Context: an optimization exercise on an open-source flow, tuned for small area, a short achievable clock period and few clock cycles. The choices shown serve that exercise and are no tape-out recipe. Where RTL was checked, it was by simulation tests only, not by an equivalence proof against the original.

## rope_sim_top
module rope_sim_top (
    input  logic                            clk,
    input  logic                            reset,
    input  logic                            cmd_valid,
    input  logic                            cmd_op,
    input  logic signed [31:0]              cmd_x,
    input  logic signed [31:0]              cmd_y,
    output logic                            cmd_credit,
    output logic                            out_valid,
    output logic [$clog2(8)-1:0]  out_node,
    output logic signed [31:0]              out_x,
    output logic signed [31:0]              out_y,
    output logic                            out_last,
    input  logic                            out_credit
);
    localparam logic [31:0] REST   = 32'sh000A_0000;
    localparam logic [31:0] GRAV   = 32'sh0000_4CCC;
    localparam logic [31:0] BASE_X = 32'sh00C8_0000;
    logic [2:0]  ph;         
    logic        act;        
    logic        pend;       
    logic [2:0]  nn;         
    logic        fresh;      
    logic        stp_r;      
    logic [2:0]  cc;         
    logic        v_l;        
    logic        l0;         
    logic        v_o;        
    logic        crd_o;      
    logic [2:0]  node_o;     
    logic        last_o;
    logic        issue;
    logic        done7;
    assign issue = act && (ph == nn) && (cc != 3'd0);
    assign done7 = issue && (nn == 3'd7);
    always_ff @(posedge clk) begin
        if (reset) begin
            ph     <= '0;
            act    <= 1'b0;
            pend   <= 1'b0;
            nn     <= '0;
            fresh  <= 1'b1;
            stp_r  <= 1'b0;
            cc     <= 3'(4);
            v_l    <= 1'b0;
            l0     <= 1'b0;
            v_o    <= 1'b0;
            crd_o  <= 1'b0;
            node_o <= '0;
            last_o <= 1'b0;
        end else begin
            ph     <= ph + 3'd1;
            stp_r  <= cmd_valid && !cmd_op;
            cc     <= cc - {2'b00, issue} + {2'b00, out_credit};
            v_l    <= issue;
            l0     <= issue && (nn == 3'd0);
            v_o    <= v_l;
  ...
==> module rope_sim_top, before the edit <==
module rope_sim_top (
    input  logic                            clk,
    input  logic                            reset,
    input  logic                            cmd_valid,
    input  logic                            cmd_op,
    input  logic signed [31:0]              cmd_x,
    input  logic signed [31:0]              cmd_y,
    output logic                            cmd_credit,
    output logic                            out_valid,
    output logic [$clog2(8)-1:0]  out_node,
    output logic signed [31:0]              out_x,
    output logic signed [31:0]              out_y,
    output logic                            out_last,
    input  logic                            out_credit
);
    localparam logic [31:0] REST   = 32'sh000A_0000;
    localparam logic [31:0] GRAV   = 32'sh0000_4CCC;
    localparam logic [31:0] BASE_X = 32'sh00C8_0000;
    logic [2:0]  ph;         
    logic        act;        
    logic        pend;       
    logic [2:0]  nn;         
    logic        fresh;      
    logic        stp_r;      
    logic [2:0]  cc;         
    logic        v_l;        
    logic        l0;         
    logic        v_o;        
    logic        crd_o;      
    logic [2:0]  node_o;     
    logic        last_o;
    logic        issue;
    logic        done7;
    assign issue = act && (ph == nn) && (cc != 3'd0);
    assign done7 = issue && (nn == 3'd7);
    always_ff @(posedge clk) begin
        if (reset) begin
            ph     <= '0;
            act    <= 1'b0;
            pend   <= 1'b0;
            nn     <= '0;
            fresh  <= 1'b1;
            stp_r  <= 1'b0;
            cc     <= 3'(4);
            v_l    <= 1'b0;
            l0     <= 1'b0;
            v_o    <= 1'b0;
            crd_o  <= 1'b0;
            node_o <= '0;
            last_o <= 1'b0;
        end else begin
            ph     <= ph + 3'd1;
            stp_r  <= cmd_valid && !cmd_op;
            cc     <= cc - {2'b00, issue} + {2'b00, out_credit};
            v_l    <= issue;
            l0     <= issue && (nn == 3'd0);
            v_o    <= v_l;
            node_o <= ph - 3'd1;
            last_o <= v_l && (ph == 3'd0);
            crd_o  <= (cmd_valid && cmd_op) || (issue && (nn == 3'd0));
            if (issue) begin
                nn <= nn + 3'd1;
            end
            if (done7) begin
                fresh <= 1'b0;
            end
            if (!act) begin
                act <= stp_r;
            end else if (done7) begin
                act  <= pend || stp_r;
                pend <= 1'b0;
            end else if (stp_r) begin
                pend <= 1'b1;
            end
        end
    end
    assign cmd_credit = crd_o;
    logic [31:0] ax, ay;
    always_ff @(posedge clk) begin
        if (reset) begin
            ax <= BASE_X;
            ay <= '0;
        end else if (cmd_valid && cmd_op) begin
            ax <= cmd_x;
            ay <= cmd_y;
        end
    end
    localparam int W = 21;
    logic [W-1:0] rax [8];
    logic [W-1:0] rbx [8];
    logic [W-1:0] ray [8];
    logic [W-1:0] rby [8];
    logic [W-1:0] axh, bxh, ayh, byh;   
    logic [W-1:0] x_init, y_init;
    always_comb begin
        case (ph)
            3'd0:    begin x_init = 21'(BASE_X >> 21); y_init = 21'(REST >> 21); end
            3'd1:    begin x_init = BASE_X[20:0];      y_init = REST[20:0];      end
            default: begin x_init = '0;                y_init = REST[20:0];      end
        endcase
    end
    assign axh = fresh ? x_init : rax[0];
    assign bxh = fresh ? x_init : rbx[0];
    assign ayh = fresh ? y_init : ray[0];
    assign byh = fresh ? y_init : rby[0];
    logic p0, p1;            
    always_ff @(posedge clk) begin
        if (reset) begin
            p0 <= 1'b1;
            p1 <= 1'b0;
        end else begin
            p0 <= (ph == 3'd7);
            p1 <= (ph == 3'd0);
        end
    end
    function automatic logic [31:0] widen(input logic q0, input logic q1, input logic [W-1:0] v);
        if (q0) begin
            widen = {v[10:0], 21'd0};
        end else if (q1) begin
            widen = {11'd0, v};
        end else begin
            widen = {{(32-W){v[W-1]}}, v};
        end
    endfunction
    function automatic logic [31:0] acc3(input logic [31:0] base, input logic [31:0] a2,
                                         input logic [31:0] nb);
        logic [31:0] s, c;
        s = base ^ a2 ^ nb;
        c = (base & a2) | (base & nb) | (a2 & nb);
        acc3 = s + {c[30:0], 1'b1};
    endfunction
    logic [31:0] nx, ny;
    always_ff @(posedge clk) begin
        if (issue) begin
            nx <= acc3(p0 ? 32'd0 : nx, widen(p0, p1, axh) << 1, ~widen(p0, p1, bxh));
            ny <= acc3(p0 ? GRAV  : ny, widen(p0, p1, ayh) << 1, ~widen(p0, p1, byh));
        end
    end
    logic [31:0] fx, fy;
    logic        l1;        
    function automatic logic sgn(input logic [31:0] n, input logic [31:0] f, input logic [31:0] k);
        logic [31:0] s, c, t;
        s = n ^ ~f ^ k;
        c = (n & ~f) | (n & k) | (~f & k);
        t = s + {c[30:0], 1'b1};
        sgn = t[31];
    endfunction
    function automatic logic [1:0] clamp_sel(input logic [31:0] n, input logic [31:0] f);
        logic s0, s1, s2;
        s0 = sgn(n, f, 32'd0);
        s1 = sgn(n, f, 32'd0 - REST - 32'd1);
        s2 = sgn(n, f, REST);
        clamp_sel = {!s0 && !s1, s0 && s2};
    endfunction
    logic [1:0]  sx, sy;
    logic [31:0] dx, dy;
    logic [31:0] fx_n, fy_n;    
    logic [W-1:0] cx, cy;       
    assign sx = clamp_sel(nx, fx);
    assign sy = clamp_sel(ny, fy);
    assign dx = nx - fx;
    assign dy = ny - fy;
    always_comb begin
        fx_n = sx[1] ? fx + REST : (sx[0] ? fx - REST : nx);
        fy_n = sy[1] ? fy + REST : (sy[0] ? fy - REST : ny);
        if (l1) begin
            cx = sx[1] ? (fx[W-1:0] + REST[W-1:0]) : (sx[0] ? (fx[W-1:0] - REST[W-1:0]) : nx[W-1:0]);
            cy = sy[1] ? (fy[W-1:0] + REST[W-1:0]) : (sy[0] ? (fy[W-1:0] - REST[W-1:0]) : ny[W-1:0]);
        end else begin
            cx = sx[1] ? REST[W-1:0] : (sx[0] ? W'(-REST) : dx[W-1:0]);
            cy = sy[1] ? REST[W-1:0] : (sy[0] ? W'(-REST) : dy[W-1:0]);
        end
    end
    always_ff @(posedge clk) begin
        l1 <= issue && (nn == 3'd1);
        if (v_l) begin
            if (l0) begin
                fx <= ax;
                fy <= ay;
            end else begin
                fx <= fx_n;
                fy <= fy_n;
            end
        end
    end
    always_ff @(posedge clk) begin
        for (int k = 0; k < 7; k++) begin
            rax[k] <= rax[k+1];
            ray[k] <= ray[k+1];
            rbx[k] <= rbx[k+1];
            rby[k] <= rby[k+1];
        end
        rbx[7] <= issue ? axh : rbx[0];
        rby[7] <= issue ? ayh : rby[0];
        rax[7] <= rax[0];
        ray[7] <= ray[0];
        if (v_l && !l0) begin
            rax[6] <= cx;
            ray[6] <= cy;
        end
        if (v_l && l1) begin
            rax[5] <= W'(fx_n[31:W]);
            ray[5] <= W'(fy_n[31:W]);
        end
    end
    assign out_valid = v_o;
    assign out_node  = node_o;
    assign out_last  = last_o;
    assign out_x     = fx;
    assign out_y     = fy;
endmodule
Settings: LEC_CHECK=0, ABC_CLOCK_PERIOD_IN_PS=4000, CAP_MARGIN=20, CORE_MARGIN=2, CORE_UTILIZATION=55, SETUP_SLACK_MARGIN=5, SLEW_MARGIN=20; clock period 11.0 ns.
run.sh (not shown) runs the stock make flow with config.mk's settings and CLKGATE_MAP_FILE= SYNTH_SCRIPT=/design/flow/synth_recipe.tcl, a recipe that flattens the netlist after the stock synthesis.
Edit:
--- a/flow/design.v
+++ b/flow/design.v
@@ -374,50 +374,64 @@
         end else if (q1) begin
             widen = {11'd0, v};
         end else begin
             widen = {{(32-W){v[W-1]}}, v};
         end
     endfunction
+    function automatic logic [31:0] add32(input logic [31:0] a, input logic [31:0] b,
+                                          input logic cin);
+        logic [31:0] p, g, pp, gg;
+        p  = a ^ b;
+        g  = a & b;
+        pp = p;
+        gg = g;
+        gg[0] = g[0] | (p[0] & cin);
+        for (int i = 1; i <= 5; i++) begin
+            for (int j = (1 << i) - 1; j < 32; j += (1 << i)) begin
+                gg[j] = gg[j] | (pp[j] & gg[j - (1 << (i-1))]);
+                pp[j] = pp[j] & pp[j - (1 << (i-1))];
+            end
+        end
+        for (int i = 5; i > 0; i--) begin
+            for (int j = (1 << i) + (1 << (i-1)) - 1; j < 32; j += (1 << i)) begin
+                gg[j] = gg[j] | (pp[j] & gg[j - (1 << (i-1))]);
+                pp[j] = pp[j] & pp[j - (1 << (i-1))];
+            end
+        end
+        add32 = p ^ {gg[30:0], cin};
+    endfunction
     function automatic logic [31:0] acc3(input logic [31:0] base, input logic [31:0] a2,
                                          input logic [31:0] nb);
         logic [31:0] s, c;
         s = base ^ a2 ^ nb;
         c = (base & a2) | (base & nb) | (a2 & nb);
-        acc3 = s + {c[30:0], 1'b1};
+        acc3 = add32(s, {c[30:0], 1'b1}, 1'b0);
     endfunction
     logic [31:0] nx, ny;
     always_ff @(posedge clk) begin
         if (issue) begin
             nx <= acc3(p0 ? 32'd0 : nx, widen(p0, p1, axh) << 1, ~widen(p0, p1, bxh));
             ny <= acc3(p0 ? GRAV  : ny, widen(p0, p1, ayh) << 1, ~widen(p0, p1, byh));
         end
     end
     logic [31:0] fx, fy;
     logic        l1;        
-    function automatic logic sgn(input logic [31:0] n, input logic [31:0] f, input logic [31:0] k);
-        logic [31:0] s, c, t;
-        s = n ^ ~f ^ k;
-        c = (n & ~f) | (n & k) | (~f & k);
-        t = s + {c[30:0], 1'b1};
-        sgn = t[31];
-    endfunction
-    function automatic logic [1:0] clamp_sel(input logic [31:0] n, input logic [31:0] f);
-        logic s0, s1, s2;
-        s0 = sgn(n, f, 32'd0);
-        s1 = sgn(n, f, 32'd0 - REST - 32'd1);
-        s2 = sgn(n, f, REST);
-        clamp_sel = {!s0 && !s1, s0 && s2};
+    function automatic logic [1:0] clamp_sel(input logic [31:0] d);
+        logic hi, lo;
+        hi = !d[31] && (|d[30:20] || (d[19] && (d[18] || (d[17] && |d[16:0]))));
+        lo =  d[31] && !(&d[30:20] && (d[19] || (d[18] && d[17])));
+        clamp_sel = {hi, lo};
     endfunction
     logic [1:0]  sx, sy;
     logic [31:0] dx, dy;
     logic [31:0] fx_n, fy_n;    
     logic [W-1:0] cx, cy;       
-    assign sx = clamp_sel(nx, fx);
-    assign sy = clamp_sel(ny, fy);
-    assign dx = nx - fx;
-    assign dy = ny - fy;
+    assign dx = add32(nx, ~fx, 1'b1);
+    assign dy = add32(ny, ~fy, 1'b1);
+    assign sx = clamp_sel(dx);
+    assign sy = clamp_sel(dy);
     always_comb begin
         fx_n = sx[1] ? fx + REST : (sx[0] ? fx - REST : nx);
         fy_n = sy[1] ? fy + REST : (sy[0] ? fy - REST : ny);
         if (l1) begin
             cx = sx[1] ? (fx[W-1:0] + REST[W-1:0]) : (sx[0] ? (fx[W-1:0] - REST[W-1:0]) : nx[W-1:0]);
             cy = sy[1] ? (fy[W-1:0] + REST[W-1:0]) : (sy[0] ? (fy[W-1:0] - REST[W-1:0]) : ny[W-1:0]);
First-iteration DRC count came out lower by 18%.
Die area came out lower by 13%.
Synthesized area falls by 13%.
Routed wire length falls by 17%.
Maximum frequency fell by 2.3%.
Cell area goes down by 12%.
Cell count came out lower by 19%.
Global-route usage is lower by 0.93 points.
Testbench counts after the change, summed over its fixed seeds: cycles 13,040.
Only the layout flow was run in the first run of this note; the RTL was not checked for function there.

[what the ideal ports hide]
Ports are ideal in the flow. The routed layouts listed here were re-timed in OpenROAD.
Step 1 (the two cells are an assumption about what drives the block):
set clk [get_ports {clk}]
set_driving_cell -lib_cell sky130_fd_sc_hd__clkbuf_16 $clk
set_driving_cell -lib_cell sky130_fd_sc_hd__buf_2 [delete_from_list [all_inputs] $clk]
Step 2 adds t to the input delays and takes it off the output delays; t is the mean of the earliest and latest rising clock arrival at the registers after step 1. Input paths then give back, and output paths get back, about the clock's delay inside the block.
Three values: no drivers, after step 1, after step 2; two values: the first two.
| run | shift t [ns] | setup WS [ns] | worst register clock-pin slew, ns | worst slew at a driven data input, ns |
|---|---|---|---|---|
| the first run | 0.699 | 5.357 / 5.357 / 5.357 | 0.07 / 0.07 | 0.06 |
| the second run | 0.686 | 5.223 / 5.223 / 5.223 | 0.07 / 0.07 | 0.11 |
After both steps setup and hold are still met in every run listed.
